Background: an optimization exercise with open tools, aiming at small area, a short achievable clock period and few clock cycles per item. Do not read the settings as production practice.
Where RTL was checked, it was by simulation tests only, not by an equivalence proof against the original.
The RTL of run 2 was laid out without a check of its function.
The clock port is modelled as an ideal driver; clocking choices that lean on that would not hold on a real chip.

==> flow/design.v (outline; a module is shown in full before it is edited, if it fits) <==
// module date_seconds_of_year_converter_unit: 193 lines
// module dsoyc_div675: 199 lines
// module dsoyc_div225: 115 lines
// module dsoyc_div15: 99 lines
// module dsoyc_tod: 67 lines
// module dsoyc_mac675: 115 lines
// module dsoyc_inv25: 47 lines
module date_seconds_of_year_converter_unit (
    input  logic                            i_clk,
    input  logic                            i_rst_n,
    input  logic                            i_in_valid,
    output logic                            o_in_ready,
    input  logic                            i_in_mode,
    input  logic [dsoyc_pkg::WYear-1:0]     i_in_year,
    input  logic [dsoyc_pkg::WMonth-1:0]    i_in_month,
    input  logic [dsoyc_pkg::WDay-1:0]      i_in_day,
    input  logic [dsoyc_pkg::WHour-1:0]     i_in_hour,
    input  logic [dsoyc_pkg::WMinute-1:0]   i_in_minute,
    input  logic [dsoyc_pkg::WSecond-1:0]   i_in_second,
    input  logic [dsoyc_pkg::WSeconds-1:0]  i_in_seconds,
    output logic                            o_out_valid,
    input  logic                            i_out_ready,
    output logic [dsoyc_pkg::WSeconds-1:0]  o_out_seconds,
    output logic [dsoyc_pkg::WMonth-1:0]    o_out_month,
    output logic [dsoyc_pkg::WDay-1:0]      o_out_day,
    output logic [dsoyc_pkg::WHour-1:0]     o_out_hour,
    output logic [dsoyc_pkg::WMinute-1:0]   o_out_minute,
    output logic [dsoyc_pkg::WSecond-1:0]   o_out_second,
    output logic                            o_out_range_error
);
  // ...
==> flow/flow/run.sh <==
#!/bin/bash
# The standard layout (standard.sh, ORFS) with these changes:
#  - the port buffers are sky130_fd_sc_hd__buf_1 cells (buffer_ports -buffer_cell);
#  - clock tree synthesis uses clkbuf_8 buffers and inserts no dummy load cells
#    (clock_tree_synthesis -dont_use_dummy_load);
#  - synthesis runs the standard flow's synthesis script with yosys's synth called with -noabc
#    as well (flow/synth.tcl), so the generic abc pass does not restructure the
#    carry-save adders before they are mapped to full and half adder cells.
#    Registers are inferred exactly as in the standard synthesis.
# All tool output goes to standard.log here; ORFS keeps its per-step logs under orfs/logs.
set -euo pipefail
here=$(pwd)
sed -e 's|SETUP_SLACK_MARGIN=5 |SETUP_SLACK_MARGIN=5 BUFFER_PORTS_ARGS="-buffer_cell sky130_fd_sc_hd__buf_1" CTS_ARGS="-sink_clustering_enable -repair_clock_nets -buf_list sky130_fd_sc_hd__clkbuf_8 -dont_use_dummy_load" |' \
    -e "s|SYNTH_SCRIPT=[^ ]*|SYNTH_SCRIPT=$here/flow/synth.tcl|" standard.sh > standard_b.sh
bash standard_b.sh > standard.log 2>&1
==> flow/flow/synth.tcl <==
proc synth {args} { yosys synth -nofsm -noshare -noabc {*}$args }
source $::env(SCRIPTS_DIR)/synth.tcl
# left out here: clear keep_hierarchy, flatten, clean up, hide names made inside functions, write 1_2_yosys.v
==> flow/standard.sh <==
#!/bin/bash
# synth_recipe.tcl (not shown) runs the flow's synth.tcl, then flattens the netlist and writes it again
# the make line also repeats each setting of config.mk as NAME=value (left out here)
make -C /OpenROAD-flow-scripts/flow DESIGN_CONFIG=/design/flow/config.mk WORK_HOME=/design/flow/orfs CLKGATE_MAP_FILE= SYNTH_SCRIPT=/design/flow/synth_recipe.tcl "${@:-finish}"
==> flow/config.mk <==
export PLATFORM = sky130hd
export DESIGN_NAME = date_seconds_of_year_converter_unit
export DESIGN_NICKNAME = date_seconds_of_year_converter_unit
export VERILOG_FILES = /design/flow/design.v
export SDC_FILE = /design/flow/constraint.sdc
export NUM_CORES = 4
export LEC_CHECK = 0
export CAP_MARGIN = 20
export CORE_MARGIN = 2
export CORE_UTILIZATION = 45
export CTS_BUF_LIST = sky130_fd_sc_hd__clkbuf_8
export PLACE_DENSITY = 0.65
export SETUP_SLACK_MARGIN = 5
export SLEW_MARGIN = 20
==> flow/constraint.sdc <==
create_clock -name core_clock -period 9.0 [get_ports {i_clk}]
set_input_delay 1.8000 -clock core_clock [delete_from_list [all_inputs] [get_ports {i_clk}]]
set_output_delay 1.8000 -clock core_clock [all_outputs]
set_load 0.01 [all_outputs]
==> impl_metrics.tcl, run 1 <==
set metrics [dict create \
    wl_met1_mm 11.6 \
    synth.avg_cell_area_um2 11.0 \
    ys_top_cells_by_count "ha_1, edfxtp_1, fa_1" \
    antenna_found_initial 0 \
    synth_edf_count 123 \
    outcome "timing/DRC/antenna clean" \
    rrSetupSlack_ns 4.94 \
    overflow 0 \
    track_usage_pct 17.7 \
    drv_slew 0 \
    synth_fp_nets 1513 \
    hold_viol_final 0 \
    setup_violations 0 \
    io_buffers 123 \
    grt_setup_unrepaired "true" \
    multiInputGateArea_um2 8620 \
    route.met3.wl_um 840 \
    synth_top_area_share_pct 29.2 \
    hold_path.class "reg -> reg" \
    clock_skew_ns 0.0390 \
    avgRoutedWirePerCell_um 14.6 \
    r2r_start "r1_pay[15]" \
    cp_slowest_cell "fa_1" \
]
Testbench counts, summed over its fixed seeds: cycles 24,032, items 24,000.
==> module date_seconds_of_year_converter_unit, before the edit <==
module date_seconds_of_year_converter_unit (
    input  logic                            i_clk,
    input  logic                            i_rst_n,
    input  logic                            i_in_valid,
    output logic                            o_in_ready,
    input  logic                            i_in_mode,
    input  logic [dsoyc_pkg::WYear-1:0]     i_in_year,
    input  logic [dsoyc_pkg::WMonth-1:0]    i_in_month,
    input  logic [dsoyc_pkg::WDay-1:0]      i_in_day,
    input  logic [dsoyc_pkg::WHour-1:0]     i_in_hour,
    input  logic [dsoyc_pkg::WMinute-1:0]   i_in_minute,
    input  logic [dsoyc_pkg::WSecond-1:0]   i_in_second,
    input  logic [dsoyc_pkg::WSeconds-1:0]  i_in_seconds,
    output logic                            o_out_valid,
    input  logic                            i_out_ready,
    output logic [dsoyc_pkg::WSeconds-1:0]  o_out_seconds,
    output logic [dsoyc_pkg::WMonth-1:0]    o_out_month,
    output logic [dsoyc_pkg::WDay-1:0]      o_out_day,
    output logic [dsoyc_pkg::WHour-1:0]     o_out_hour,
    output logic [dsoyc_pkg::WMinute-1:0]   o_out_minute,
    output logic [dsoyc_pkg::WSecond-1:0]   o_out_second,
    output logic                            o_out_range_error
);
    function automatic logic [8:0] offc(input logic [3:0] m);
        case (m)
            4'd2:    offc = 9'd31;
            4'd3:    offc = 9'd59;
            4'd4:    offc = 9'd90;
            4'd5:    offc = 9'd120;
            4'd6:    offc = 9'd151;
            4'd7:    offc = 9'd181;
            4'd8:    offc = 9'd212;
            4'd9:    offc = 9'd243;
            4'd10:   offc = 9'd273;
            4'd11:   offc = 9'd304;
            4'd12:   offc = 9'd334;
            default: offc = 9'd0;
        endcase
    endfunction
    logic r_v1, r_v2, r_v3;
    logic r_out_valid, r_out_nvalid;
    logic en;
    assign en         = !r_out_valid || i_out_ready;
    assign o_in_ready = r_out_nvalid || i_out_ready;
    logic        r1_mode;
    logic        r1_leap, r1_err;
    logic [25:0] r1_pay;
    logic [7:0]  r1_p;
    logic        r2_mode, r2_err, r2_leap;
    logic [25:0] r2_pay;
    logic        r3_mode, r3_err;
    logic [25:0] r3_pay;
    logic [25:0] r_o_f;
    logic        r_o_z0, r_o_z1;
    logic        r_o_err;
    logic [25:0] n1_pay;
    logic [7:0]  n1_p;
    logic [11:0] n1_qi;
    logic        n1_leap, n1_yerr, n1_err0, n1_err;
    logic [10:0] n1_hm;
    dsoyc_inv25 u_inv25 (.q(i_in_year[13:2]), .p(n1_qi));
    assign n1_leap = (i_in_year[1:0] == 2'b00) && ((n1_qi > 12'd163) || (i_in_year[3:2] == 2'b00));
    assign n1_yerr = (i_in_year > 14'd9999);
    assign n1_p   = 8'(i_in_seconds[24:18]) + 8'(i_in_seconds[24:19]) + 8'(i_in_seconds[24:22]) + 8'd6;
    assign n1_hm  = {i_in_hour, 6'd0} - {4'd0, i_in_hour, 2'd0} + 11'(i_in_minute);
    assign n1_err0 = (i_in_month == 4'd0) || (i_in_month > 4'd12) || (i_in_day == 5'd0) ||
                     (i_in_hour > 5'd23) || (i_in_minute > 6'd59) || (i_in_second > 6'd59);
    assign n1_err = n1_yerr || (!i_in_mode && n1_err0);
    assign n1_pay = i_in_mode ? {1'b0, i_in_seconds}
                              : {i_in_month, i_in_day, n1_hm, i_in_second};
    logic        n2_leap, n2_err, n2_lm;
    logic [3:0]  n2_month;
    logic [4:0]  n2_day;
    logic [10:0] n2_hm;
    logic [5:0]  n2_second;
    logic [8:0]  n2_dd;
    logic [16:0] n2_tod;
    logic [24:0] n2_secs;
    logic [8:0]  n2_dq;
    logic [25:0] n2_pay;
    dsoyc_tod   u_tod   (.hm(n2_hm), .s(n2_second), .t(n2_tod));
    dsoyc_div675 u_div675 (.x(n2_secs[24:7]), .p(r1_p), .q(n2_dq));
    always_comb begin
        n2_leap = r1_leap;
        n2_err  = r1_err;
        {n2_month, n2_day, n2_hm, n2_second} = r1_pay;
        n2_lm   = n2_leap && (n2_month >= 4'd3);
        n2_dd   = 9'(n2_day) + offc(n2_month) + 9'(n2_lm);
        n2_secs = r1_pay[24:0];
        n2_pay  = r1_mode ? {n2_dq, ~n2_secs[16:7], n2_secs[6:0]} : {n2_dd, n2_tod};
    end
    logic [16:0] n3_tod;
    logic [8:0]  n3_dq;
    logic [6:0]  n3_low;
    logic [17:0] n3_y;
    logic [12:1] n3_c;
    logic [8:0]  n3_dl;
    logic        n3_err;
    logic [3:0]  n3_mon;
    logic [4:0]  n3_dom;
    logic [25:0] n3_pay;
    assign n3_tod = r2_pay[16:0];
    assign n3_dq  = r2_pay[25:17];
    assign n3_low = r2_pay[6:0];
    dsoyc_mac675 u_mac675 (.a(r2_pay[25:17]), .b(r2_pay[16:7]), .y(n3_y));
    always_comb begin
        n3_dl    = n3_dq - 9'(r2_leap);
        n3_c[1]  = (n3_dq != 9'd0);
        n3_c[2]  = (n3_dq > 9'd31);
        n3_c[3]  = n3_c[2] && (n3_dl > 9'd59);
        n3_c[4]  = n3_c[2] && (n3_dl > 9'd90);
        n3_c[5]  = n3_c[2] && (n3_dl > 9'd120);
        n3_c[6]  = n3_c[2] && (n3_dl > 9'd151);
        n3_c[7]  = n3_c[2] && (n3_dl > 9'd181);
        n3_c[8]  = n3_c[2] && (n3_dl > 9'd212);
        n3_c[9]  = n3_c[2] && (n3_dl > 9'd243);
        n3_c[10] = n3_c[2] && (n3_dl > 9'd273);
        n3_c[11] = n3_c[2] && (n3_dl > 9'd304);
        n3_c[12] = n3_c[2] && (n3_dl > 9'd334);
        n3_mon = 4'd0;
        for (int i = 1; i <= 12; i++) begin
            if (n3_c[i]) n3_mon = 4'(i);
        end
        n3_dom  = n3_c[3] ? n3_dl[4:0] : n3_dq[4:0];
        n3_err  = r2_err || (r2_mode && ((n3_dq > 9'd366) || ((n3_dq == 9'd366) && !r2_leap)));
        n3_pay = r2_mode ? {n3_mon, n3_dom, ~n3_y[9:0], n3_low[6:4], n3_low[3:0]}
                         : {1'b0, n3_y[17:10], ~n3_y[9:0], n3_tod[6:0]};
    end
    logic        c_mode, c_err;
    logic [25:0] c_pay;
    logic [3:0]  c_mon;
    logic [4:0]  c_dom;
    logic [4:0]  c_day;
    logic [12:0] c_u;
    logic [3:0]  c_low;
    logic [4:0]  c_h;
    logic [10:0] c_tm;
    assign c_mode = r3_mode;
    assign c_err  = r3_err;
    assign c_pay  = r3_pay;
    assign {c_mon, c_dom, c_u, c_low} = c_pay;
    dsoyc_div225 u_div225 (.u(c_u), .q(c_h));
    dsoyc_div15  u_div15  (.v({c_u, c_low[3:2]}), .q(c_tm));
    assign c_day = c_dom - 5'(offc(c_mon));
    always_ff @(posedge i_clk) begin
        if (!i_rst_n) begin
            r_v1        <= 1'b0;
            r_v2        <= 1'b0;
            r_v3        <= 1'b0;
            r_out_valid  <= 1'b0;
            r_out_nvalid <= 1'b1;
        end else begin
            if (en) begin
                r_v1        <= i_in_valid;
                r_v2        <= r_v1;
                r_v3        <= r_v2;
                r_out_valid  <= r_v3;
                r_out_nvalid <= !r_v3;
            end
        end
    end
    always_ff @(posedge i_clk) begin
        if (en) begin
            r1_mode <= i_in_mode;
            r1_leap <= n1_leap;
            r1_err  <= n1_err;
            r1_pay  <= n1_pay;
            r1_p    <= n1_p;
            r2_mode <= r1_mode;
            r2_err  <= n2_err;
            r2_leap <= n2_leap;
            r2_pay  <= n2_pay;
            r3_mode <= r2_mode;
            r3_err  <= n3_err;
            r3_pay  <= n3_pay;
            r_o_err <= c_err;
            r_o_z0  <= !c_err && !c_mode;
            r_o_z1  <= !c_err && c_mode;
            r_o_f   <= c_mode ? {c_mon, c_day, c_h, c_tm[5:0], c_u[1:0], c_low}
                              : {c_pay[25:17], ~c_pay[16:7], c_pay[6:0]};
        end
    end
    assign o_out_valid       = r_out_valid;
    assign o_out_seconds     = r_o_f[24:0] & {25{r_o_z0}};
    logic [5:0] o_mi;
    logic [3:0] o_rm;
    assign o_mi = r_o_f[11:6] + {r_o_f[15:12], 2'b00};
    assign o_rm = r_o_f[5:2] + r_o_f[9:6];
    assign {o_out_month, o_out_day, o_out_hour} = r_o_f[25:12] & {14{r_o_z1}};
    assign o_out_minute = o_mi & {6{r_o_z1}};
    assign o_out_second = {o_rm, r_o_f[1:0]} & {6{r_o_z1}};
    assign o_out_range_error = r_o_err;
endmodule
==> module dsoyc_div225, before the edit <==
module dsoyc_div225 (input wire [12:0] u, output wire [13:9] q);
    wire t1;
    wire t2;
    wire t3;
    wire t4;
    wire t5;
    wire t6;
    wire t7;
    wire t8;
    wire t9;
    wire t10;
    wire t11;
    wire t12;
    wire t13;
    wire t14;
    wire t15;
    wire t16;
    wire t17;
    wire t18;
    wire t19;
    wire t20;
    wire t21;
    wire t22;
    wire t23;
    wire t24;
    wire t25;
    wire t26;
    wire t27;
    wire t28;
    wire t29;
    wire t30;
    wire t31;
    wire t32;
    wire t33;
    wire t34;
    wire t35;
    wire t36;
    wire t37;
    wire t38;
    wire t39;
    wire t40;
    wire t41;
    wire t42;
    wire t43;
    wire t44;
    wire t45;
    wire t46;
    wire t47;
    wire t48;
    wire t49;
    wire t50;
    wire t51;
    wire t52;
    wire t53;
    wire t54;
    wire [14:0] ra, rb, rs;
    assign t1 = u[9] ^ u[7];
    assign t2 = u[9] & u[7];
    assign t3 = u[10] ^ u[8] ^ u[7];
    assign t4 = (u[10] & u[8]) | (u[10] & u[7]) | (u[8] & u[7]);
    assign t5 = u[3] ^ u[0];
    assign t6 = u[3] & u[0];
    assign t7 = u[11] ^ u[9] ^ u[8];
    assign t8 = (u[11] & u[9]) | (u[11] & u[8]) | (u[9] & u[8]);
    assign t9 = u[4] ^ u[1];
    assign t10 = u[4] & u[1];
    assign t11 = u[12] ^ u[10] ^ u[9];
    assign t12 = (u[12] & u[10]) | (u[12] & u[9]) | (u[10] & u[9]);
    assign t13 = u[5] ^ u[2];
    assign t14 = u[5] & u[2];
    assign t15 = u[11] ^ u[10] ^ u[6];
    assign t16 = (u[11] & u[10]) | (u[11] & u[6]) | (u[10] & u[6]);
    assign t17 = u[12] ^ u[11];
    assign t18 = u[12] & u[11];
    assign t19 = t1 ^ u[6];
    assign t20 = t1 & u[6];
    assign t21 = t2 ^ t3 ^ t5;
    assign t22 = (t2 & t3) | (t2 & t5) | (t3 & t5);
    assign t23 = t4 ^ t6 ^ t7;
    assign t24 = (t4 & t6) | (t4 & t7) | (t6 & t7);
    assign t25 = t8 ^ t10 ^ t11;
    assign t26 = (t8 & t10) | (t8 & t11) | (t10 & t11);
    assign t27 = t12 ^ t14 ^ t15;
    assign t28 = (t12 & t14) | (t12 & t15) | (t14 & t15);
    assign t29 = t16 ^ t17 ^ u[7];
    assign t30 = (t16 & t17) | (t16 & u[7]) | (t17 & u[7]);
    assign t31 = t18 ^ u[12] ^ u[8];
    assign t32 = (t18 & u[12]) | (t18 & u[8]) | (u[12] & u[8]);
    assign t33 = t19 ^ u[2];
    assign t34 = t19 & u[2];
    assign t35 = t20 ^ t21 ^ 1'b1;
    assign t36 = (t20 & t21) | (t20 & 1'b1) | (t21 & 1'b1);
    assign t37 = t22 ^ t23 ^ t9;
    assign t38 = (t22 & t23) | (t22 & t9) | (t23 & t9);
    assign t39 = t24 ^ t25 ^ t13;
    assign t40 = (t24 & t25) | (t24 & t13) | (t25 & t13);
    assign t41 = t26 ^ t27 ^ u[3];
    assign t42 = (t26 & t27) | (t26 & u[3]) | (t27 & u[3]);
    assign t43 = t28 ^ t29 ^ u[4];
    assign t44 = (t28 & t29) | (t28 & u[4]) | (t29 & u[4]);
    assign t45 = t30 ^ t31 ^ u[5];
    assign t46 = (t30 & t31) | (t30 & u[5]) | (t31 & u[5]);
    assign t47 = t32 ^ u[9] ^ u[6];
    assign t48 = (t32 & u[9]) | (t32 & u[6]) | (u[9] & u[6]);
    assign t49 = u[10] ^ u[7];
    assign t50 = u[10] & u[7];
    assign t51 = u[11] ^ u[8];
    assign t52 = u[11] & u[8];
    assign t53 = u[12] ^ u[9];
    assign t54 = u[12] & u[9];
    assign ra = {1'b0, u[12], u[11], t54, t52, t50, t48, t46, t44, t42, t40, t38, t36, t34, t33};
    assign rb = {1'b0, 1'b0, 1'b0, u[10], t53, t51, t49, t47, t45, t43, t41, t39, t37, t35, 1'b1};
    assign rs = ra + rb;
    assign q = rs[13:9];
endmodule
==> run 2: changes to the inputs <==
--- a/flow/design.v
+++ b/flow/design.v
@@ -98,5 +98,5 @@
     assign o_in_ready = r_out_nvalid || i_out_ready;
     logic        r1_mode;
-    logic        r1_leap, r1_err;
+    logic        r1_leap, r1_yerr;
     logic [25:0] r1_pay;
     logic [7:0]  r1_p;
@@ -111,21 +111,16 @@
     logic [7:0]  n1_p;
     logic [11:0] n1_qi;
-    logic        n1_leap, n1_yerr, n1_err0, n1_err;
-    logic [10:0] n1_hm;
+    logic        n1_leap, n1_yerr;
     dsoyc_inv25 u_inv25 (.q(i_in_year[13:2]), .p(n1_qi));
     assign n1_leap = (i_in_year[1:0] == 2'b00) && ((n1_qi > 12'd163) || (i_in_year[3:2] == 2'b00));
     assign n1_yerr = (i_in_year > 14'd9999);
     assign n1_p   = 8'(i_in_seconds[24:18]) + 8'(i_in_seconds[24:19]) + 8'(i_in_seconds[24:22]) + 8'd6;
-    assign n1_hm  = {i_in_hour, 6'd0} - {4'd0, i_in_hour, 2'd0} + 11'(i_in_minute);
-    assign n1_err0 = (i_in_month == 4'd0) || (i_in_month > 4'd12) || (i_in_day == 5'd0) ||
-                     (i_in_hour > 5'd23) || (i_in_minute > 6'd59) || (i_in_second > 6'd59);
-    assign n1_err = n1_yerr || (!i_in_mode && n1_err0);
     assign n1_pay = i_in_mode ? {1'b0, i_in_seconds}
-                              : {i_in_month, i_in_day, n1_hm, i_in_second};
-    logic        n2_leap, n2_err, n2_lm;
+                              : {i_in_month, i_in_day, i_in_hour, i_in_minute, i_in_second};
+    logic        n2_leap, n2_yerr, n2_err0, n2_err1, n2_err, n2_lm;
     logic [3:0]  n2_month;
     logic [4:0]  n2_day;
-    logic [10:0] n2_hm;
-    logic [5:0]  n2_second;
+    logic [4:0]  n2_hour;
+    logic [5:0]  n2_minute, n2_second;
     logic [8:0]  n2_dd;
     logic [16:0] n2_tod;
@@ -133,13 +128,17 @@
     logic [8:0]  n2_dq;
     logic [25:0] n2_pay;
-    dsoyc_tod   u_tod   (.hm(n2_hm), .s(n2_second), .t(n2_tod));
+    dsoyc_tod   u_tod   (.h(n2_hour), .m(n2_minute), .s(n2_second), .t(n2_tod));
     dsoyc_div675 u_div675 (.x(n2_secs[24:7]), .p(r1_p), .q(n2_dq));
     always_comb begin
         n2_leap = r1_leap;
-        n2_err  = r1_err;
-        {n2_month, n2_day, n2_hm, n2_second} = r1_pay;
+        n2_yerr = r1_yerr;
+        {n2_month, n2_day, n2_hour, n2_minute, n2_second} = r1_pay;
+        n2_err0 = n2_yerr || (n2_month == 4'd0) || (n2_month > 4'd12) || (n2_day == 5'd0) ||
+                  (n2_hour > 5'd23) || (n2_minute > 6'd59) || (n2_second > 6'd59);
+        n2_dd   = 9'(n2_day) + offc(n2_month);
         n2_lm   = n2_leap && (n2_month >= 4'd3);
-        n2_dd   = 9'(n2_day) + offc(n2_month) + 9'(n2_lm);
         n2_secs = r1_pay[24:0];
+        n2_err1 = n2_yerr || (n2_secs > 25'd31708799) || (!n2_leap && (n2_secs >= 25'd31622400));
+        n2_err  = r1_mode ? n2_err1 : n2_err0;
         n2_pay  = r1_mode ? {n2_dq, ~n2_secs[16:7], n2_secs[6:0]} : {n2_dd, n2_tod};
     end
@@ -147,8 +146,7 @@
     logic [8:0]  n3_dq;
     logic [6:0]  n3_low;
+    logic        n3_lm;
     logic [17:0] n3_y;
     logic [12:1] n3_c;
-    logic [8:0]  n3_dl;
-    logic        n3_err;
     logic [3:0]  n3_mon;
     logic [4:0]  n3_dom;
@@ -157,25 +155,24 @@
     assign n3_dq  = r2_pay[25:17];
     assign n3_low = r2_pay[6:0];
-    dsoyc_mac675 u_mac675 (.a(r2_pay[25:17]), .b(r2_pay[16:7]), .y(n3_y));
+    assign n3_lm  = r2_leap && !r2_mode;
+    dsoyc_mac675 u_mac675 (.a(r2_pay[25:17]), .c(n3_lm), .b(r2_pay[16:7]), .y(n3_y));
     always_comb begin
-        n3_dl    = n3_dq - 9'(r2_leap);
         n3_c[1]  = (n3_dq != 9'd0);
         n3_c[2]  = (n3_dq > 9'd31);
-        n3_c[3]  = n3_c[2] && (n3_dl > 9'd59);
-        n3_c[4]  = n3_c[2] && (n3_dl > 9'd90);
-        n3_c[5]  = n3_c[2] && (n3_dl > 9'd120);
-        n3_c[6]  = n3_c[2] && (n3_dl > 9'd151);
-        n3_c[7]  = n3_c[2] && (n3_dl > 9'd181);
-        n3_c[8]  = n3_c[2] && (n3_dl > 9'd212);
-        n3_c[9]  = n3_c[2] && (n3_dl > 9'd243);
-        n3_c[10] = n3_c[2] && (n3_dl > 9'd273);
-        n3_c[11] = n3_c[2] && (n3_dl > 9'd304);
-        n3_c[12] = n3_c[2] && (n3_dl > 9'd334);
+        n3_c[3]  = r2_leap ? (n3_dq > 9'd60)  : (n3_dq > 9'd59);
+        n3_c[4]  = r2_leap ? (n3_dq > 9'd91)  : (n3_dq > 9'd90);
+        n3_c[5]  = r2_leap ? (n3_dq > 9'd121) : (n3_dq > 9'd120);
+        n3_c[6]  = r2_leap ? (n3_dq > 9'd152) : (n3_dq > 9'd151);
+        n3_c[7]  = r2_leap ? (n3_dq > 9'd182) : (n3_dq > 9'd181);
+        n3_c[8]  = r2_leap ? (n3_dq > 9'd213) : (n3_dq > 9'd212);
+        n3_c[9]  = r2_leap ? (n3_dq > 9'd244) : (n3_dq > 9'd243);
+        n3_c[10] = r2_leap ? (n3_dq > 9'd274) : (n3_dq > 9'd273);
+        n3_c[11] = r2_leap ? (n3_dq > 9'd305) : (n3_dq > 9'd304);
+        n3_c[12] = r2_leap ? (n3_dq > 9'd335) : (n3_dq > 9'd334);
         n3_mon = 4'd0;
         for (int i = 1; i <= 12; i++) begin
             if (n3_c[i]) n3_mon = 4'(i);
         end
-        n3_dom  = n3_c[3] ? n3_dl[4:0] : n3_dq[4:0];
-        n3_err  = r2_err || (r2_mode && ((n3_dq > 9'd366) || ((n3_dq == 9'd366) && !r2_leap)));
+        n3_dom  = n3_dq[4:0] - 5'(r2_leap && n3_c[3]);
         n3_pay = r2_mode ? {n3_mon, n3_dom, ~n3_y[9:0], n3_low[6:4], n3_low[3:0]}
                          : {1'b0, n3_y[17:10], ~n3_y[9:0], n3_tod[6:0]};
@@ -218,13 +215,13 @@
             r1_mode <= i_in_mode;
             r1_leap <= n1_leap;
-            r1_err  <= n1_err;
+            r1_yerr <= n1_yerr;
             r1_pay  <= n1_pay;
             r1_p    <= n1_p;
             r2_mode <= r1_mode;
             r2_err  <= n2_err;
-            r2_leap <= n2_leap;
+            r2_leap <= r1_mode ? n2_leap : n2_lm;
             r2_pay  <= n2_pay;
             r3_mode <= r2_mode;
-            r3_err  <= n3_err;
+            r3_err  <= r2_err;
             r3_pay  <= n3_pay;
             r_o_err <= c_err;
@@ -442,5 +439,100 @@
     assign ra = {1'b0, 1'b0, t96, t94, t92, t90, t88, t86, t84, t82, t80, t78, t76, t74, t72, t70, t68, t66, t64, t62, t60, t59};
     assign rb = {1'b0, 1'b0, x[17], t95, t93, t91, t89, t87, t85, t83, t81, t79, t77, t75, t73, t71, t69, t67, t65, t63, t61, p[0]};
-    assign rs = ra + rb;
+    wire [21:0] pp0 = ra ^ rb;
+    wire [21:0] gg0 = ra & rb;
+    wire cg1 = gg0[1] | (pp0[1] & gg0[0]);
+    wire cp1 = pp0[1] & pp0[0];
+    wire cg2 = gg0[3] | (pp0[3] & gg0[2]);
+    wire cp2 = pp0[3] & pp0[2];
+    wire cg3 = gg0[5] | (pp0[5] & gg0[4]);
+    wire cp3 = pp0[5] & pp0[4];
+    wire cg4 = gg0[7] | (pp0[7] & gg0[6]);
+    wire cp4 = pp0[7] & pp0[6];
+    wire cg5 = gg0[9] | (pp0[9] & gg0[8]);
+    wire cp5 = pp0[9] & pp0[8];
+    wire cg6 = gg0[11] | (pp0[11] & gg0[10]);
+    wire cp6 = pp0[11] & pp0[10];
+    wire cg7 = gg0[13] | (pp0[13] & gg0[12]);
+    wire cp7 = pp0[13] & pp0[12];
+    wire cg8 = gg0[15] | (pp0[15] & gg0[14]);
+    wire cp8 = pp0[15] & pp0[14];
+    wire cg9 = gg0[17] | (pp0[17] & gg0[16]);
+    wire cp9 = pp0[17] & pp0[16];
+    wire cg10 = gg0[19] | (pp0[19] & gg0[18]);
+    wire cp10 = pp0[19] & pp0[18];
+    wire cg11 = gg0[21] | (pp0[21] & gg0[20]);
+    wire cp11 = pp0[21] & pp0[20];
+    wire cg12 = cg2 | (cp2 & cg1);
+    wire cp12 = cp2 & cp1;
+    wire cg13 = cg4 | (cp4 & cg3);
+    wire cp13 = cp4 & cp3;
+    wire cg14 = cg6 | (cp6 & cg5);
+    wire cp14 = cp6 & cp5;
+    wire cg15 = cg8 | (cp8 & cg7);
+    wire cp15 = cp8 & cp7;
+    wire cg16 = cg10 | (cp10 & cg9);
+    wire cp16 = cp10 & cp9;
+    wire cg17 = cg13 | (cp13 & cg12);
+    wire cp17 = cp13 & cp12;
+    wire cg18 = cg15 | (cp15 & cg14);
+    wire cp18 = cp15 & cp14;
+    wire cg19 = cg18 | (cp18 & cg17);
+    wire cp19 = cp18 & cp17;
+    wire cg20 = cg14 | (cp14 & cg17);
+    wire cp20 = cp14 & cp17;
+    wire cg21 = cg16 | (cp16 & cg19);
+    wire cp21 = cp16 & cp19;
+    wire cg22 = cg3 | (cp3 & cg12);
+    wire cp22 = cp3 & cp12;
+    wire cg23 = cg5 | (cp5 & cg17);
+    wire cp23 = cp5 & cp17;
+    wire cg24 = cg7 | (cp7 & cg20);
+    wire cp24 = cp7 & cp20;
+    wire cg25 = cg9 | (cp9 & cg19);
+    wire cp25 = cp9 & cp19;
+    wire cg26 = cg11 | (cp11 & cg21);
+    wire cp26 = cp11 & cp21;
+    wire cg27 = gg0[2] | (pp0[2] & cg1);
+    wire cp27 = pp0[2] & cp1;
+    wire cg28 = gg0[4] | (pp0[4] & cg12);
+    wire cp28 = pp0[4] & cp12;
+    wire cg29 = gg0[6] | (pp0[6] & cg22);
+    wire cp29 = pp0[6] & cp22;
+    wire cg30 = gg0[8] | (pp0[8] & cg17);
+    wire cp30 = pp0[8] & cp17;
+    wire cg31 = gg0[10] | (pp0[10] & cg23);
+    wire cp31 = pp0[10] & cp23;
+    wire cg32 = gg0[12] | (pp0[12] & cg20);
+    wire cp32 = pp0[12] & cp20;
+    wire cg33 = gg0[14] | (pp0[14] & cg24);
+    wire cp33 = pp0[14] & cp24;
+    wire cg34 = gg0[16] | (pp0[16] & cg19);
+    wire cp34 = pp0[16] & cp19;
+    wire cg35 = gg0[18] | (pp0[18] & cg25);
+    wire cp35 = pp0[18] & cp25;
+    wire cg36 = gg0[20] | (pp0[20] & cg21);
+    wire cp36 = pp0[20] & cp21;
+    assign rs[0] = pp0[0];
+    assign rs[1] = pp0[1] ^ gg0[0];
+    assign rs[2] = pp0[2] ^ cg1;
+    assign rs[3] = pp0[3] ^ cg27;
+    assign rs[4] = pp0[4] ^ cg12;
+    assign rs[5] = pp0[5] ^ cg28;
+    assign rs[6] = pp0[6] ^ cg22;
+    assign rs[7] = pp0[7] ^ cg29;
+    assign rs[8] = pp0[8] ^ cg17;
+    assign rs[9] = pp0[9] ^ cg30;
+    assign rs[10] = pp0[10] ^ cg23;
+    assign rs[11] = pp0[11] ^ cg31;
+    assign rs[12] = pp0[12] ^ cg20;
+    assign rs[13] = pp0[13] ^ cg32;
+    assign rs[14] = pp0[14] ^ cg24;
+    assign rs[15] = pp0[15] ^ cg33;
+    assign rs[16] = pp0[16] ^ cg19;
+    assign rs[17] = pp0[17] ^ cg34;
+    assign rs[18] = pp0[18] ^ cg25;
+    assign rs[19] = pp0[19] ^ cg35;
+    assign rs[20] = pp0[20] ^ cg21;
+    assign rs[21] = pp0[21] ^ cg36;
     assign q = rs[20:12];
 endmodule
@@ -557,5 +649,77 @@
     assign ra = {1'b0, u[12], u[11], t54, t52, t50, t48, t46, t44, t42, t40, t38, t36, t34, t33};
     assign rb = {1'b0, 1'b0, 1'b0, u[10], t53, t51, t49, t47, t45, t43, t41, t39, t37, t35, 1'b1};
-    assign rs = ra + rb;
+    wire [14:0] pp0 = ra ^ rb;
+    wire [14:0] gg0 = ra & rb;
+    wire cg1 = gg0[1] | (pp0[1] & gg0[0]);
+    wire cp1 = pp0[1] & pp0[0];
+    wire cg2 = gg0[3] | (pp0[3] & gg0[2]);
+    wire cp2 = pp0[3] & pp0[2];
+    wire cg3 = gg0[5] | (pp0[5] & gg0[4]);
+    wire cp3 = pp0[5] & pp0[4];
+    wire cg4 = gg0[7] | (pp0[7] & gg0[6]);
+    wire cp4 = pp0[7] & pp0[6];
+    wire cg5 = gg0[9] | (pp0[9] & gg0[8]);
+    wire cp5 = pp0[9] & pp0[8];
+    wire cg6 = gg0[11] | (pp0[11] & gg0[10]);
+    wire cp6 = pp0[11] & pp0[10];
+    wire cg7 = gg0[13] | (pp0[13] & gg0[12]);
+    wire cp7 = pp0[13] & pp0[12];
+    wire cg8 = gg0[2] | (pp0[2] & cg1);
+    wire cp8 = pp0[2] & cp1;
+    wire cg9 = cg2 | (cp2 & cg1);
+    wire cp9 = cp2 & cp1;
+    wire cg10 = gg0[6] | (pp0[6] & cg3);
+    wire cp10 = pp0[6] & cp3;
+    wire cg11 = cg4 | (cp4 & cg3);
+    wire cp11 = cp4 & cp3;
+    wire cg12 = gg0[10] | (pp0[10] & cg5);
+    wire cp12 = pp0[10] & cp5;
+    wire cg13 = cg6 | (cp6 & cg5);
+    wire cp13 = cp6 & cp5;
+    wire cg14 = gg0[14] | (pp0[14] & cg7);
+    wire cp14 = pp0[14] & cp7;
+    wire cg15 = gg0[4] | (pp0[4] & cg9);
+    wire cp15 = pp0[4] & cp9;
+    wire cg16 = cg3 | (cp3 & cg9);
+    wire cp16 = cp3 & cp9;
+    wire cg17 = cg10 | (cp10 & cg9);
+    wire cp17 = cp10 & cp9;
+    wire cg18 = cg11 | (cp11 & cg9);
+    wire cp18 = cp11 & cp9;
+    wire cg19 = gg0[12] | (pp0[12] & cg13);
+    wire cp19 = pp0[12] & cp13;
+    wire cg20 = cg7 | (cp7 & cg13);
+    wire cp20 = cp7 & cp13;
+    wire cg21 = cg14 | (cp14 & cg13);
+    wire cp21 = cp14 & cp13;
+    wire cg22 = gg0[8] | (pp0[8] & cg18);
+    wire cp22 = pp0[8] & cp18;
+    wire cg23 = cg5 | (cp5 & cg18);
+    wire cp23 = cp5 & cp18;
+    wire cg24 = cg12 | (cp12 & cg18);
+    wire cp24 = cp12 & cp18;
+    wire cg25 = cg13 | (cp13 & cg18);
+    wire cp25 = cp13 & cp18;
+    wire cg26 = cg19 | (cp19 & cg18);
+    wire cp26 = cp19 & cp18;
+    wire cg27 = cg20 | (cp20 & cg18);
+    wire cp27 = cp20 & cp18;
+    wire cg28 = cg21 | (cp21 & cg18);
+    wire cp28 = cp21 & cp18;
+    assign rs[0] = pp0[0];
+    assign rs[1] = pp0[1] ^ gg0[0];
+    assign rs[2] = pp0[2] ^ cg1;
+    assign rs[3] = pp0[3] ^ cg8;
+    assign rs[4] = pp0[4] ^ cg9;
+    assign rs[5] = pp0[5] ^ cg15;
+    assign rs[6] = pp0[6] ^ cg16;
+    assign rs[7] = pp0[7] ^ cg17;
+    assign rs[8] = pp0[8] ^ cg18;
+    assign rs[9] = pp0[9] ^ cg22;
+    assign rs[10] = pp0[10] ^ cg23;
+    assign rs[11] = pp0[11] ^ cg24;
+    assign rs[12] = pp0[12] ^ cg25;
+    assign rs[13] = pp0[13] ^ cg26;
+    assign rs[14] = pp0[14] ^ cg27;
     assign q = rs[13:9];
 endmodule
@@ -656,8 +820,85 @@
     assign ra = {1'b0, v[14], v[13], v[12], t46, t44, t42, t40, t38, t36, t34, t32, t30, t28, t26, t24, t22, t21};
     assign rb = {1'b0, 1'b0, 1'b0, 1'b0, v[11], t45, t43, t41, t39, t37, t35, t33, t31, t29, t27, t25, t23, v[2]};
-    assign rs = ra + rb;
+    wire [17:0] pp0 = ra ^ rb;
+    wire [17:0] gg0 = ra & rb;
+    wire cg1 = gg0[1] | (pp0[1] & gg0[0]);
+    wire cp1 = pp0[1] & pp0[0];
+    wire cg2 = gg0[3] | (pp0[3] & gg0[2]);
+    wire cp2 = pp0[3] & pp0[2];
+    wire cg3 = gg0[5] | (pp0[5] & gg0[4]);
+    wire cp3 = pp0[5] & pp0[4];
+    wire cg4 = gg0[7] | (pp0[7] & gg0[6]);
+    wire cp4 = pp0[7] & pp0[6];
+    wire cg5 = gg0[9] | (pp0[9] & gg0[8]);
+    wire cp5 = pp0[9] & pp0[8];
+    wire cg6 = gg0[11] | (pp0[11] & gg0[10]);
+    wire cp6 = pp0[11] & pp0[10];
+    wire cg7 = gg0[13] | (pp0[13] & gg0[12]);
+    wire cp7 = pp0[13] & pp0[12];
+    wire cg8 = gg0[15] | (pp0[15] & gg0[14]);
+    wire cp8 = pp0[15] & pp0[14];
+    wire cg9 = gg0[17] | (pp0[17] & gg0[16]);
+    wire cp9 = pp0[17] & pp0[16];
+    wire cg10 = cg2 | (cp2 & cg1);
+    wire cp10 = cp2 & cp1;
+    wire cg11 = cg4 | (cp4 & cg3);
+    wire cp11 = cp4 & cp3;
+    wire cg12 = cg6 | (cp6 & cg5);
+    wire cp12 = cp6 & cp5;
+    wire cg13 = cg8 | (cp8 & cg7);
+    wire cp13 = cp8 & cp7;
+    wire cg14 = cg11 | (cp11 & cg10);
+    wire cp14 = cp11 & cp10;
+    wire cg15 = cg13 | (cp13 & cg12);
+    wire cp15 = cp13 & cp12;
+    wire cg16 = cg15 | (cp15 & cg14);
+    wire cp16 = cp15 & cp14;
+    wire cg17 = cg12 | (cp12 & cg14);
+    wire cp17 = cp12 & cp14;
+    wire cg18 = cg3 | (cp3 & cg10);
+    wire cp18 = cp3 & cp10;
+    wire cg19 = cg5 | (cp5 & cg14);
+    wire cp19 = cp5 & cp14;
+    wire cg20 = cg7 | (cp7 & cg17);
+    wire cp20 = cp7 & cp17;
+    wire cg21 = cg9 | (cp9 & cg16);
+    wire cp21 = cp9 & cp16;
+    wire cg22 = gg0[2] | (pp0[2] & cg1);
+    wire cp22 = pp0[2] & cp1;
+    wire cg23 = gg0[4] | (pp0[4] & cg10);
+    wire cp23 = pp0[4] & cp10;
+    wire cg24 = gg0[6] | (pp0[6] & cg18);
+    wire cp24 = pp0[6] & cp18;
+    wire cg25 = gg0[8] | (pp0[8] & cg14);
+    wire cp25 = pp0[8] & cp14;
+    wire cg26 = gg0[10] | (pp0[10] & cg19);
+    wire cp26 = pp0[10] & cp19;
+    wire cg27 = gg0[12] | (pp0[12] & cg17);
+    wire cp27 = pp0[12] & cp17;
+    wire cg28 = gg0[14] | (pp0[14] & cg20);
+    wire cp28 = pp0[14] & cp20;
+    wire cg29 = gg0[16] | (pp0[16] & cg16);
+    wire cp29 = pp0[16] & cp16;
+    assign rs[0] = pp0[0];
+    assign rs[1] = pp0[1] ^ gg0[0];
+    assign rs[2] = pp0[2] ^ cg1;
+    assign rs[3] = pp0[3] ^ cg22;
+    assign rs[4] = pp0[4] ^ cg10;
+    assign rs[5] = pp0[5] ^ cg23;
+    assign rs[6] = pp0[6] ^ cg18;
+    assign rs[7] = pp0[7] ^ cg24;
+    assign rs[8] = pp0[8] ^ cg14;
+    assign rs[9] = pp0[9] ^ cg25;
+    assign rs[10] = pp0[10] ^ cg19;
+    assign rs[11] = pp0[11] ^ cg26;
+    assign rs[12] = pp0[12] ^ cg17;
+    assign rs[13] = pp0[13] ^ cg27;
+    assign rs[14] = pp0[14] ^ cg20;
+    assign rs[15] = pp0[15] ^ cg28;
+    assign rs[16] = pp0[16] ^ cg16;
+    assign rs[17] = pp0[17] ^ cg29;
     assign q = rs[16:6];
 endmodule
-module dsoyc_tod (input wire [10:0] hm, input wire [5:0] s, output wire [16:0] t);
+module dsoyc_tod (input wire [4:0] h, input wire [5:0] m, input wire [5:0] s, output wire [16:0] t);
     wire t1;
     wire t2;
@@ -691,40 +932,124 @@
     wire t30;
     wire [16:0] ra, rb, rs;
-    assign t1 = ~hm[0] ^ s[2];
-    assign t2 = ~hm[0] & s[2];
-    assign t3 = ~hm[1] ^ s[3];
-    assign t4 = ~hm[1] & s[3];
-    assign t5 = ~hm[2] ^ s[4];
-    assign t6 = ~hm[2] & s[4];
-    assign t7 = ~hm[3] ^ s[5];
-    assign t8 = ~hm[3] & s[5];
-    assign t9 = hm[0] ^ ~hm[4];
-    assign t10 = hm[0] & ~hm[4];
-    assign t11 = hm[1] ^ ~hm[5];
-    assign t12 = hm[1] & ~hm[5];
-    assign t13 = hm[2] ^ ~hm[6];
-    assign t14 = hm[2] & ~hm[6];
-    assign t15 = hm[3] ^ ~hm[7];
-    assign t16 = hm[3] & ~hm[7];
-    assign t17 = hm[4] ^ ~hm[8];
-    assign t18 = hm[4] & ~hm[8];
-    assign t19 = hm[5] ^ ~hm[9];
-    assign t20 = hm[5] & ~hm[9];
-    assign t21 = hm[6] ^ ~hm[10];
-    assign t22 = hm[6] & ~hm[10];
-    assign t23 = hm[7] ^ 1'b1;
-    assign t24 = hm[7] & 1'b1;
-    assign t25 = hm[8] ^ 1'b1;
-    assign t26 = hm[8] & 1'b1;
-    assign t27 = hm[9] ^ 1'b1;
-    assign t28 = hm[9] & 1'b1;
-    assign t29 = hm[10] ^ 1'b1;
-    assign t30 = hm[10] & 1'b1;
+    assign t1 = ~m[0] ^ s[2];
+    assign t2 = ~m[0] & s[2];
+    assign t3 = ~m[1] ^ s[3];
+    assign t4 = ~m[1] & s[3];
+    assign t5 = h[0] ^ ~m[2] ^ s[4];
+    assign t6 = (h[0] & ~m[2]) | (h[0] & s[4]) | (~m[2] & s[4]);
+    assign t7 = h[1] ^ ~m[3] ^ s[5];
+    assign t8 = (h[1] & ~m[3]) | (h[1] & s[5]) | (~m[3] & s[5]);
+    assign t9 = h[2] ^ m[0] ^ ~m[4];
+    assign t10 = (h[2] & m[0]) | (h[2] & ~m[4]) | (m[0] & ~m[4]);
+    assign t11 = h[3] ^ m[1] ^ ~m[5];
+    assign t12 = (h[3] & m[1]) | (h[3] & ~m[5]) | (m[1] & ~m[5]);
+    assign t13 = h[4] ^ m[2] ^ 1'b1;
+    assign t14 = (h[4] & m[2]) | (h[4] & 1'b1) | (m[2] & 1'b1);
+    assign t15 = ~h[0] ^ m[3];
+    assign t16 = ~h[0] & m[3];
+    assign t17 = ~h[1] ^ m[4];
+    assign t18 = ~h[1] & m[4];
+    assign t19 = ~h[2] ^ m[5];
+    assign t20 = ~h[2] & m[5];
+    assign t21 = h[0] ^ ~h[3];
+    assign t22 = h[0] & ~h[3];
+    assign t23 = h[1] ^ ~h[4];
+    assign t24 = h[1] & ~h[4];
+    assign t25 = h[2] ^ 1'b1;
+    assign t26 = h[2] & 1'b1;
+    assign t27 = h[3] ^ 1'b1;
+    assign t28 = h[3] & 1'b1;
+    assign t29 = h[4] ^ 1'b1;
+    assign t30 = h[4] & 1'b1;
     assign ra = {t28, t26, t24, t22, t20, t18, t16, t14, t12, t10, t8, t6, t4, t2, t1, s[1], s[0]};
     assign rb = {t29, t27, t25, t23, t21, t19, t17, t15, t13, t11, t9, t7, t5, t3, 1'b1, 1'b0, 1'b0};
-    assign rs = ra + rb;
+    wire [16:0] pp0 = ra ^ rb;
+    wire [16:0] gg0 = ra & rb;
+    wire cg1 = gg0[1] | (pp0[1] & gg0[0]);
+    wire cp1 = pp0[1] & pp0[0];
+    wire cg2 = gg0[3] | (pp0[3] & gg0[2]);
+    wire cp2 = pp0[3] & pp0[2];
+    wire cg3 = gg0[5] | (pp0[5] & gg0[4]);
+    wire cp3 = pp0[5] & pp0[4];
+    wire cg4 = gg0[7] | (pp0[7] & gg0[6]);
+    wire cp4 = pp0[7] & pp0[6];
+    wire cg5 = gg0[9] | (pp0[9] & gg0[8]);
+    wire cp5 = pp0[9] & pp0[8];
+    wire cg6 = gg0[11] | (pp0[11] & gg0[10]);
+    wire cp6 = pp0[11] & pp0[10];
+    wire cg7 = gg0[13] | (pp0[13] & gg0[12]);
+    wire cp7 = pp0[13] & pp0[12];
+    wire cg8 = gg0[15] | (pp0[15] & gg0[14]);
+    wire cp8 = pp0[15] & pp0[14];
+    wire cg9 = gg0[2] | (pp0[2] & cg1);
+    wire cp9 = pp0[2] & cp1;
+    wire cg10 = cg2 | (cp2 & cg1);
+    wire cp10 = cp2 & cp1;
+    wire cg11 = gg0[6] | (pp0[6] & cg3);
+    wire cp11 = pp0[6] & cp3;
+    wire cg12 = cg4 | (cp4 & cg3);
+    wire cp12 = cp4 & cp3;
+    wire cg13 = gg0[10] | (pp0[10] & cg5);
+    wire cp13 = pp0[10] & cp5;
+    wire cg14 = cg6 | (cp6 & cg5);
+    wire cp14 = cp6 & cp5;
+    wire cg15 = gg0[14] | (pp0[14] & cg7);
+    wire cp15 = pp0[14] & cp7;
+    wire cg16 = cg8 | (cp8 & cg7);
+    wire cp16 = cp8 & cp7;
+    wire cg17 = gg0[4] | (pp0[4] & cg10);
+    wire cp17 = pp0[4] & cp10;
+    wire cg18 = cg3 | (cp3 & cg10);
+    wire cp18 = cp3 & cp10;
+    wire cg19 = cg11 | (cp11 & cg10);
+    wire cp19 = cp11 & cp10;
+    wire cg20 = cg12 | (cp12 & cg10);
+    wire cp20 = cp12 & cp10;
+    wire cg21 = gg0[12] | (pp0[12] & cg14);
+    wire cp21 = pp0[12] & cp14;
+    wire cg22 = cg7 | (cp7 & cg14);
+    wire cp22 = cp7 & cp14;
+    wire cg23 = cg15 | (cp15 & cg14);
+    wire cp23 = cp15 & cp14;
+    wire cg24 = cg16 | (cp16 & cg14);
+    wire cp24 = cp16 & cp14;
+    wire cg25 = gg0[8] | (pp0[8] & cg20);
+    wire cp25 = pp0[8] & cp20;
+    wire cg26 = cg5 | (cp5 & cg20);
+    wire cp26 = cp5 & cp20;
+    wire cg27 = cg13 | (cp13 & cg20);
+    wire cp27 = cp13 & cp20;
+    wire cg28 = cg14 | (cp14 & cg20);
+    wire cp28 = cp14 & cp20;
+    wire cg29 = cg21 | (cp21 & cg20);
+    wire cp29 = cp21 & cp20;
+    wire cg30 = cg22 | (cp22 & cg20);
+    wire cp30 = cp22 & cp20;
+    wire cg31 = cg23 | (cp23 & cg20);
+    wire cp31 = cp23 & cp20;
+    wire cg32 = cg24 | (cp24 & cg20);
+    wire cp32 = cp24 & cp20;
+    wire cg33 = gg0[16] | (pp0[16] & cg32);
+    wire cp33 = pp0[16] & cp32;
+    assign rs[0] = pp0[0];
+    assign rs[1] = pp0[1] ^ gg0[0];
+    assign rs[2] = pp0[2] ^ cg1;
+    assign rs[3] = pp0[3] ^ cg9;
+    assign rs[4] = pp0[4] ^ cg10;
+    assign rs[5] = pp0[5] ^ cg17;
+    assign rs[6] = pp0[6] ^ cg18;
+    assign rs[7] = pp0[7] ^ cg19;
+    assign rs[8] = pp0[8] ^ cg20;
+    assign rs[9] = pp0[9] ^ cg25;
+    assign rs[10] = pp0[10] ^ cg26;
+    assign rs[11] = pp0[11] ^ cg27;
+    assign rs[12] = pp0[12] ^ cg28;
+    assign rs[13] = pp0[13] ^ cg29;
+    assign rs[14] = pp0[14] ^ cg30;
+    assign rs[15] = pp0[15] ^ cg31;
+    assign rs[16] = pp0[16] ^ cg32;
     assign t = rs[16:0];
 endmodule
-module dsoyc_mac675 (input wire [8:0] a, input wire [9:0] b, output wire [17:0] y);
+module dsoyc_mac675 (input wire [8:0] a, input wire [0:0] c, input wire [9:0] b, output wire [17:0] y);
     wire t1;
     wire t2;
@@ -781,62 +1106,183 @@
     wire t53;
     wire t54;
+    wire t55;
+    wire t56;
+    wire t57;
+    wire t58;
+    wire t59;
+    wire t60;
+    wire t61;
+    wire t62;
+    wire t63;
+    wire t64;
+    wire t65;
+    wire t66;
+    wire t67;
+    wire t68;
+    wire t69;
+    wire t70;
+    wire t71;
+    wire t72;
+    wire t73;
+    wire t74;
+    wire t75;
+    wire t76;
     wire [17:0] ra, rb, rs;
-    assign t1 = a[7] ^ a[6];
-    assign t2 = a[7] & a[6];
-    assign t3 = a[8] ^ a[7] ^ a[3];
-    assign t4 = (a[8] & a[7]) | (a[8] & a[3]) | (a[7] & a[3]);
-    assign t5 = a[8] ^ a[4] ^ a[2];
-    assign t6 = (a[8] & a[4]) | (a[8] & a[2]) | (a[4] & a[2]);
-    assign t7 = a[5] ^ a[4];
-    assign t8 = a[5] & a[4];
-    assign t9 = a[6] ^ a[5] ^ a[1];
-    assign t10 = (a[6] & a[5]) | (a[6] & a[1]) | (a[5] & a[1]);
-    assign t11 = t1 ^ a[2] ^ a[0];
-    assign t12 = (t1 & a[2]) | (t1 & a[0]) | (a[2] & a[0]);
-    assign t13 = t2 ^ t3 ^ a[1];
-    assign t14 = (t2 & t3) | (t2 & a[1]) | (t3 & a[1]);
-    assign t15 = t4 ^ t5 ^ a[0];
-    assign t16 = (t4 & t5) | (t4 & a[0]) | (t5 & a[0]);
-    assign t17 = t6 ^ a[5] ^ a[3];
-    assign t18 = (t6 & a[5]) | (t6 & a[3]) | (a[5] & a[3]);
-    assign t19 = a[6] ^ a[4];
-    assign t20 = a[6] & a[4];
-    assign t21 = a[7] ^ a[5];
-    assign t22 = a[7] & a[5];
-    assign t23 = a[8] ^ a[6];
-    assign t24 = a[8] & a[6];
-    assign t25 = a[1] ^ a[0];
-    assign t26 = a[1] & a[0];
-    assign t27 = a[2] ^ a[1] ^ b[2];
-    assign t28 = (a[2] & a[1]) | (a[2] & b[2]) | (a[1] & b[2]);
-    assign t29 = a[3] ^ a[2] ^ b[3];
-    assign t30 = (a[3] & a[2]) | (a[3] & b[3]) | (a[2] & b[3]);
-    assign t31 = a[4] ^ a[3] ^ b[4];
-    assign t32 = (a[4] & a[3]) | (a[4] & b[4]) | (a[3] & b[4]);
-    assign t33 = t7 ^ a[0] ^ b[5];
-    assign t34 = (t7 & a[0]) | (t7 & b[5]) | (a[0] & b[5]);
-    assign t35 = t8 ^ t9 ^ b[6];
-    assign t36 = (t8 & t9) | (t8 & b[6]) | (t9 & b[6]);
-    assign t37 = t10 ^ t11 ^ b[7];
-    assign t38 = (t10 & t11) | (t10 & b[7]) | (t11 & b[7]);
-    assign t39 = t12 ^ t13 ^ b[8];
-    assign t40 = (t12 & t13) | (t12 & b[8]) | (t13 & b[8]);
-    assign t41 = t14 ^ t15 ^ b[9];
-    assign t42 = (t14 & t15) | (t14 & b[9]) | (t15 & b[9]);
-    assign t43 = t16 ^ t17 ^ a[1];
-    assign t44 = (t16 & t17) | (t16 & a[1]) | (t17 & a[1]);
-    assign t45 = t18 ^ t19 ^ a[2];
-    assign t46 = (t18 & t19) | (t18 & a[2]) | (t19 & a[2]);
-    assign t47 = t20 ^ t21 ^ a[3];
-    assign t48 = (t20 & t21) | (t20 & a[3]) | (t21 & a[3]);
-    assign t49 = t22 ^ t23 ^ a[4];
-    assign t50 = (t22 & t23) | (t22 & a[4]) | (t23 & a[4]);
-    assign t51 = t24 ^ a[7] ^ a[5];
-    assign t52 = (t24 & a[7]) | (t24 & a[5]) | (a[7] & a[5]);
-    assign t53 = a[8] ^ a[6];
-    assign t54 = a[8] & a[6];
-    assign ra = {a[8], t54, t52, t50, t48, t46, t44, t42, t40, t38, t36, t34, t32, t30, t28, t26, t25, a[0]};
-    assign rb = {1'b0, a[7], t53, t51, t49, t47, t45, t43, t41, t39, t37, t35, t33, t31, t29, t27, b[1], b[0]};
-    assign rs = ra + rb;
+    assign t1 = a[5] ^ a[4];
+    assign t2 = a[5] & a[4];
+    assign t3 = a[6] ^ a[5];
+    assign t4 = a[6] & a[5];
+    assign t5 = a[7] ^ a[6] ^ a[2];
+    assign t6 = (a[7] & a[6]) | (a[7] & a[2]) | (a[6] & a[2]);
+    assign t7 = a[0] ^ c[0];
+    assign t8 = a[0] & c[0];
+    assign t9 = a[8] ^ a[7] ^ a[3];
+    assign t10 = (a[8] & a[7]) | (a[8] & a[3]) | (a[7] & a[3]);
+    assign t11 = a[1] ^ b[8];
+    assign t12 = a[1] & b[8];
+    assign t13 = a[8] ^ a[4] ^ a[2];
+    assign t14 = (a[8] & a[4]) | (a[8] & a[2]) | (a[4] & a[2]);
+    assign t15 = a[0] ^ c[0] ^ b[9];
+    assign t16 = (a[0] & c[0]) | (a[0] & b[9]) | (c[0] & b[9]);
+    assign t17 = a[5] ^ a[3];
+    assign t18 = a[5] & a[3];
+    assign t19 = a[1] ^ a[0];
+    assign t20 = a[1] & a[0];
+    assign t21 = a[2] ^ a[1];
+    assign t22 = a[2] & a[1];
+    assign t23 = a[3] ^ a[2];
+    assign t24 = a[3] & a[2];
+    assign t25 = a[4] ^ a[3];
+    assign t26 = a[4] & a[3];
+    assign t27 = t1 ^ a[0] ^ c[0];
+    assign t28 = (t1 & a[0]) | (t1 & c[0]) | (a[0] & c[0]);
+    assign t29 = t2 ^ t3 ^ a[1];
+    assign t30 = (t2 & t3) | (t2 & a[1]) | (t3 & a[1]);
+    assign t31 = t4 ^ t5 ^ t7;
+    assign t32 = (t4 & t5) | (t4 & t7) | (t5 & t7);
+    assign t33 = t6 ^ t8 ^ t9;
+    assign t34 = (t6 & t8) | (t6 & t9) | (t8 & t9);
+    assign t35 = t10 ^ t12 ^ t13;
+    assign t36 = (t10 & t12) | (t10 & t13) | (t12 & t13);
+    assign t37 = t14 ^ t16 ^ t17;
+    assign t38 = (t14 & t16) | (t14 & t17) | (t16 & t17);
+    assign t39 = t18 ^ a[6] ^ a[4];
+    assign t40 = (t18 & a[6]) | (t18 & a[4]) | (a[6] & a[4]);
+    assign t41 = a[7] ^ a[5];
+    assign t42 = a[7] & a[5];
+    assign t43 = a[8] ^ a[6];
+    assign t44 = a[8] & a[6];
+    assign t45 = a[0] ^ c[0];
+    assign t46 = a[0] & c[0];
+    assign t47 = t19 ^ c[0] ^ b[1];
+    assign t48 = (t19 & c[0]) | (t19 & b[1]) | (c[0] & b[1]);
+    assign t49 = t20 ^ t21 ^ b[2];
+    assign t50 = (t20 & t21) | (t20 & b[2]) | (t21 & b[2]);
+    assign t51 = t22 ^ t23 ^ b[3];
+    assign t52 = (t22 & t23) | (t22 & b[3]) | (t23 & b[3]);
+    assign t53 = t24 ^ t25 ^ b[4];
+    assign t54 = (t24 & t25) | (t24 & b[4]) | (t25 & b[4]);
+    assign t55 = t26 ^ t27 ^ b[5];
+    assign t56 = (t26 & t27) | (t26 & b[5]) | (t27 & b[5]);
+    assign t57 = t28 ^ t29 ^ b[6];
+    assign t58 = (t28 & t29) | (t28 & b[6]) | (t29 & b[6]);
+    assign t59 = t30 ^ t31 ^ b[7];
+    assign t60 = (t30 & t31) | (t30 & b[7]) | (t31 & b[7]);
+    assign t61 = t32 ^ t33 ^ t11;
+    assign t62 = (t32 & t33) | (t32 & t11) | (t33 & t11);
+    assign t63 = t34 ^ t35 ^ t15;
+    assign t64 = (t34 & t35) | (t34 & t15) | (t35 & t15);
+    assign t65 = t36 ^ t37 ^ a[1];
+    assign t66 = (t36 & t37) | (t36 & a[1]) | (t37 & a[1]);
+    assign t67 = t38 ^ t39 ^ a[2];
+    assign t68 = (t38 & t39) | (t38 & a[2]) | (t39 & a[2]);
+    assign t69 = t40 ^ t41 ^ a[3];
+    assign t70 = (t40 & t41) | (t40 & a[3]) | (t41 & a[3]);
+    assign t71 = t42 ^ t43 ^ a[4];
+    assign t72 = (t42 & t43) | (t42 & a[4]) | (t43 & a[4]);
+    assign t73 = t44 ^ a[7] ^ a[5];
+    assign t74 = (t44 & a[7]) | (t44 & a[5]) | (a[7] & a[5]);
+    assign t75 = a[8] ^ a[6];
+    assign t76 = a[8] & a[6];
+    assign ra = {a[8], t76, t74, t72, t70, t68, t66, t64, t62, t60, t58, t56, t54, t52, t50, t48, t46, t45};
+    assign rb = {1'b0, a[7], t75, t73, t71, t69, t67, t65, t63, t61, t59, t57, t55, t53, t51, t49, t47, b[0]};
+    wire [17:0] pp0 = ra ^ rb;
+    wire [17:0] gg0 = ra & rb;
+    wire cg1 = gg0[1] | (pp0[1] & gg0[0]);
+    wire cp1 = pp0[1] & pp0[0];
+    wire cg2 = gg0[3] | (pp0[3] & gg0[2]);
+    wire cp2 = pp0[3] & pp0[2];
+    wire cg3 = gg0[5] | (pp0[5] & gg0[4]);
+    wire cp3 = pp0[5] & pp0[4];
+    wire cg4 = gg0[7] | (pp0[7] & gg0[6]);
+    wire cp4 = pp0[7] & pp0[6];
+    wire cg5 = gg0[9] | (pp0[9] & gg0[8]);
+    wire cp5 = pp0[9] & pp0[8];
+    wire cg6 = gg0[11] | (pp0[11] & gg0[10]);
+    wire cp6 = pp0[11] & pp0[10];
+    wire cg7 = gg0[13] | (pp0[13] & gg0[12]);
+    wire cp7 = pp0[13] & pp0[12];
+    wire cg8 = gg0[15] | (pp0[15] & gg0[14]);
+    wire cp8 = pp0[15] & pp0[14];
+    wire cg9 = gg0[17] | (pp0[17] & gg0[16]);
+    wire cp9 = pp0[17] & pp0[16];
+    wire cg10 = cg2 | (cp2 & cg1);
+    wire cp10 = cp2 & cp1;
+    wire cg11 = cg4 | (cp4 & cg3);
+    wire cp11 = cp4 & cp3;
+    wire cg12 = cg6 | (cp6 & cg5);
+    wire cp12 = cp6 & cp5;
+    wire cg13 = cg8 | (cp8 & cg7);
+    wire cp13 = cp8 & cp7;
+    wire cg14 = cg11 | (cp11 & cg10);
+    wire cp14 = cp11 & cp10;
+    wire cg15 = cg13 | (cp13 & cg12);
+    wire cp15 = cp13 & cp12;
+    wire cg16 = cg15 | (cp15 & cg14);
+    wire cp16 = cp15 & cp14;
+    wire cg17 = cg12 | (cp12 & cg14);
+    wire cp17 = cp12 & cp14;
+    wire cg18 = cg3 | (cp3 & cg10);
+    wire cp18 = cp3 & cp10;
+    wire cg19 = cg5 | (cp5 & cg14);
+    wire cp19 = cp5 & cp14;
+    wire cg20 = cg7 | (cp7 & cg17);
+    wire cp20 = cp7 & cp17;
+    wire cg21 = cg9 | (cp9 & cg16);
+    wire cp21 = cp9 & cp16;
+    wire cg22 = gg0[2] | (pp0[2] & cg1);
+    wire cp22 = pp0[2] & cp1;
+    wire cg23 = gg0[4] | (pp0[4] & cg10);
+    wire cp23 = pp0[4] & cp10;
+    wire cg24 = gg0[6] | (pp0[6] & cg18);
+    wire cp24 = pp0[6] & cp18;
+    wire cg25 = gg0[8] | (pp0[8] & cg14);
+    wire cp25 = pp0[8] & cp14;
+    wire cg26 = gg0[10] | (pp0[10] & cg19);
+    wire cp26 = pp0[10] & cp19;
+    wire cg27 = gg0[12] | (pp0[12] & cg17);
+    wire cp27 = pp0[12] & cp17;
+    wire cg28 = gg0[14] | (pp0[14] & cg20);
+    wire cp28 = pp0[14] & cp20;
+    wire cg29 = gg0[16] | (pp0[16] & cg16);
+    wire cp29 = pp0[16] & cp16;
+    assign rs[0] = pp0[0];
+    assign rs[1] = pp0[1] ^ gg0[0];
+    assign rs[2] = pp0[2] ^ cg1;
+    assign rs[3] = pp0[3] ^ cg22;
+    assign rs[4] = pp0[4] ^ cg10;
+    assign rs[5] = pp0[5] ^ cg23;
+    assign rs[6] = pp0[6] ^ cg18;
+    assign rs[7] = pp0[7] ^ cg24;
+    assign rs[8] = pp0[8] ^ cg14;
+    assign rs[9] = pp0[9] ^ cg25;
+    assign rs[10] = pp0[10] ^ cg19;
+    assign rs[11] = pp0[11] ^ cg26;
+    assign rs[12] = pp0[12] ^ cg17;
+    assign rs[13] = pp0[13] ^ cg27;
+    assign rs[14] = pp0[14] ^ cg20;
+    assign rs[15] = pp0[15] ^ cg28;
+    assign rs[16] = pp0[16] ^ cg16;
+    assign rs[17] = pp0[17] ^ cg29;
     assign y = rs[17:0];
 endmodule
==> flow/flow/run.sh (replaced) <==
#!/bin/bash
# The standard layout with two changes:
#  - the port buffers are sky130_fd_sc_hd__buf_1 cells;
#  - synthesis runs the standard flow's synthesis script with yosys's synth called with -noabc
#    as well (flow/synth.tcl), so the generic abc pass does not restructure the
#    carry-save adders before they are mapped to full and half adder cells.
#    Registers are inferred exactly as in the standard synthesis.
set -euo pipefail
here=$(pwd)
sed -e 's|SETUP_SLACK_MARGIN=5 |SETUP_SLACK_MARGIN=5 BUFFER_PORTS_ARGS="-buffer_cell sky130_fd_sc_hd__buf_1" |' \
    -e "s|SYNTH_SCRIPT=[^ ]*|SYNTH_SCRIPT=$here/flow/synth.tcl|" standard.sh > standard_b.sh
bash standard_b.sh > standard.log 2>&1
--- a/flow/config.mk
+++ b/flow/config.mk
@@ -8,7 +8,6 @@
 export CAP_MARGIN = 20
 export CORE_MARGIN = 2
-export CORE_UTILIZATION = 45
+export CORE_UTILIZATION = 40
 export CTS_BUF_LIST = sky130_fd_sc_hd__clkbuf_8
-export PLACE_DENSITY = 0.65
 export SETUP_SLACK_MARGIN = 5
 export SLEW_MARGIN = 20
==> run 2 against run 1 <==
Synthesized cell count grew 2.4%; setup slack lost 0.28 ns; routed wire length grew 19%; cell count grew 8.2%; register-to-register slack lost 0.28 ns.
==> impl_metrics.tcl, run 2 <==
set metrics [dict create \
    nNetsFinal 1786 \
    via_per_inst 5.18 \
    synth_fp_nets 1585 \
    ys_ff_latch 128 \
    io_buffers 123 \
    crit_path_start_kind "register" \
    setup_violations 0 \
    cts_root_buf "clkbuf_8" \
    routed_wl_mm 29.5 \
    cp_slowest_cell "fa_2" \
    ys_async_sr_fraction_pct 0 \
    rrSetupSlack_ns 4.65 \
    io_pins 124 \
    synthFlopType "edfxtp_1" \
    chipWidth_um 187 \
    synth_edf_count 123 \
    dp_hpwl_mm 22.1 \
    finalCritPeriodShare_pct 48.3 \
    synth.avg_cell_area_um2 11.3 \
    dr.pass1.iters 5 \
    arrival_ns 4.55 \
    critPathCaptureType "register" \
    first_iter_violations 504 \
    die_h_um 187 \
    cts_max_level 4 \
    min_period_ns 4.35 \
    grt_pass1_vias 9802 \
    synthesis.instances 1182 \
    cts_hold_buf 0 \
    worstSetupPathType "reg -> reg" \
    antenna_left 0 \
    ys_top_cells_by_count "ha_1, edfxtp_1, fa_1" \
    clock_insertion_delay_worst_skew_ns 0.48 \
    final_cells 1838 \
    clock_path_buffers 2 \
    clock_skew_ns 0.0248 \
    postPlaceCellArea_um2 14300 \
    yosysWarnings 1 \
    crit_chain "fa_2, fa_1, fa_1, ha_1, nand4_1, o21bai_1, nor4_4, o21ai_2, buf_4, a21o_1, a21o_1, fa_2, xor2_1, nand2_1, o21ai_1" \
    cts_sinks 128 \
    start_util_pct 40.8 \
    syn-cell-area_um2 13400 \
    outcome "timing/DRC/antenna clean" \
    grt_setup_unrepaired "true" \
    ys_types 82 \
    avgRoutedWirePerCell_um 16.1 \
    track_usage_pct 17.5 \
    antenna_cells 0 \
    rows 66 \
    dp_cells 1721 \
    drv_slew 0 \
    fmax_ghz 0.230 \
    overflow 0 \
    hold_viol_final 0 \
    finalSetupTns_ns 0 \
    hold_path.class "reg -> reg" \
    crit_fanout 5 \
    required_ns 9.20 \
    synth_top_area_share_pct 27.7 \
    place.gp.congestion 0.862 \
    grt_pass1_wl_mm 49.4 \
    antenna_found_initial 0 \
]
## run 2: cell count changes after synthesis, moves of 8 or more
cell     delta
nor3_1      -8
nand2_1     +8
xor2_1     -16
ha_1       +19
o21ai_1    +15
nand3_1    +12
mux2_2      +8
fa_1       +25
inv_1       +8
a21oi_1    -17
a21o_1     +10
o21ai_0    -10
nor2_1     -20
## run 2: timing repair
item	CTS	global route
hold endpoints to repair	0	0
resized for setup	23	21
pin swaps	28	18
buffers inserted	64	20
endpoints found under the setup margin	20	20
## run 2: kinds of logic after synthesis
| group | count (synthesis) | share of synthesized area [%] |
|---|---|---|
| compound gates | 237 | 11.7 |
| flops | 128 | 28.4 |
| simple gates | 266 | 10.7 |
| buf+inv | 116 | 3.56 |
| fa+ha+maj | 333 | 38.0 |
| mux | 45 | 3.66 |
| xor+xnor | 57 | 3.94 |
## run 2: metrics by stage
stage | hold WS [ns] | setup WS, ns
final | 0.422 | 4.65
after global routing | 0.428 | 4.45
after CTS | 0.425 | 4.66
after detailed placement | 0.405 | 4.11
after global placement | 0.404 | 4.20
after floorplan | 0.400 | 4.78
## run 2: worst max-delay path, delay by kind of cell, from the launching register on
family	cells	cell delay, ns
adder cells (fa/ha/maj)	5	2.15
AO/OA/AOI/OAI	5	0.59
flip-flops	1	0.54
AND/OR/NAND/NOR	3	0.50
buffers and inverters	1	0.15
XOR/XNOR	1	0.14
## run 2: worst paths after layout
check	startpoint	end	cells past startpoint
hold / removal	r2_pay[3]	r3_pay[3]	0
setup / recovery	r1_pay[20]	r2_pay[22]	15
setup reg to reg	r1_pay[20]	r2_pay[22]	15
hold reg to reg	r2_pay[3]	r3_pay[3]	0
## run 2: layer usage
metal | GRT usage (%) | up-vias | part of all wire [%]
li1 | - | 4645 | -
met2 | 30.2 | 214 | 49
met5 | 0 | - | 0
met4 | 5.37 | 0 | 2.0
met3 | 2.78 | 41 | 3.5
met1 | 22.7 | 4630 | 46
## run 2: area by class of cell
type,count,area (um2)
fill,3078,17100
multi-input combinational,938,9330
sequential,128,3790
timing repair buffer,212,1180
tap,442,553
inverter,86,334
clock buffer,17,234
clock inverter,15,135

## port drivers added, routing unchanged
The flow's constraints put no driver on any port. The routed layouts listed below were extracted and timed again, unchanged, in two steps. Step 1: set_driving_cell puts a clkbuf_16 on i_clk and a buf_2 on each other input, an assumption about the parent block. Step 2, shift: input delay + t, output delay - t, t = (earliest + latest rising clock arrival at the registers) / 2. This alone moves slack from input paths to output paths. Slacks: no drivers / after step 1 / after step 2; pairs: no drivers / after step 1.
run | t, ns | setup WS [ns]
run 1 | 0.469 | 4.935 / 4.931 / 4.687
run 2 | 0.506 | 4.651 / 4.651 / 4.651
After both steps setup and hold are still met in every run listed.
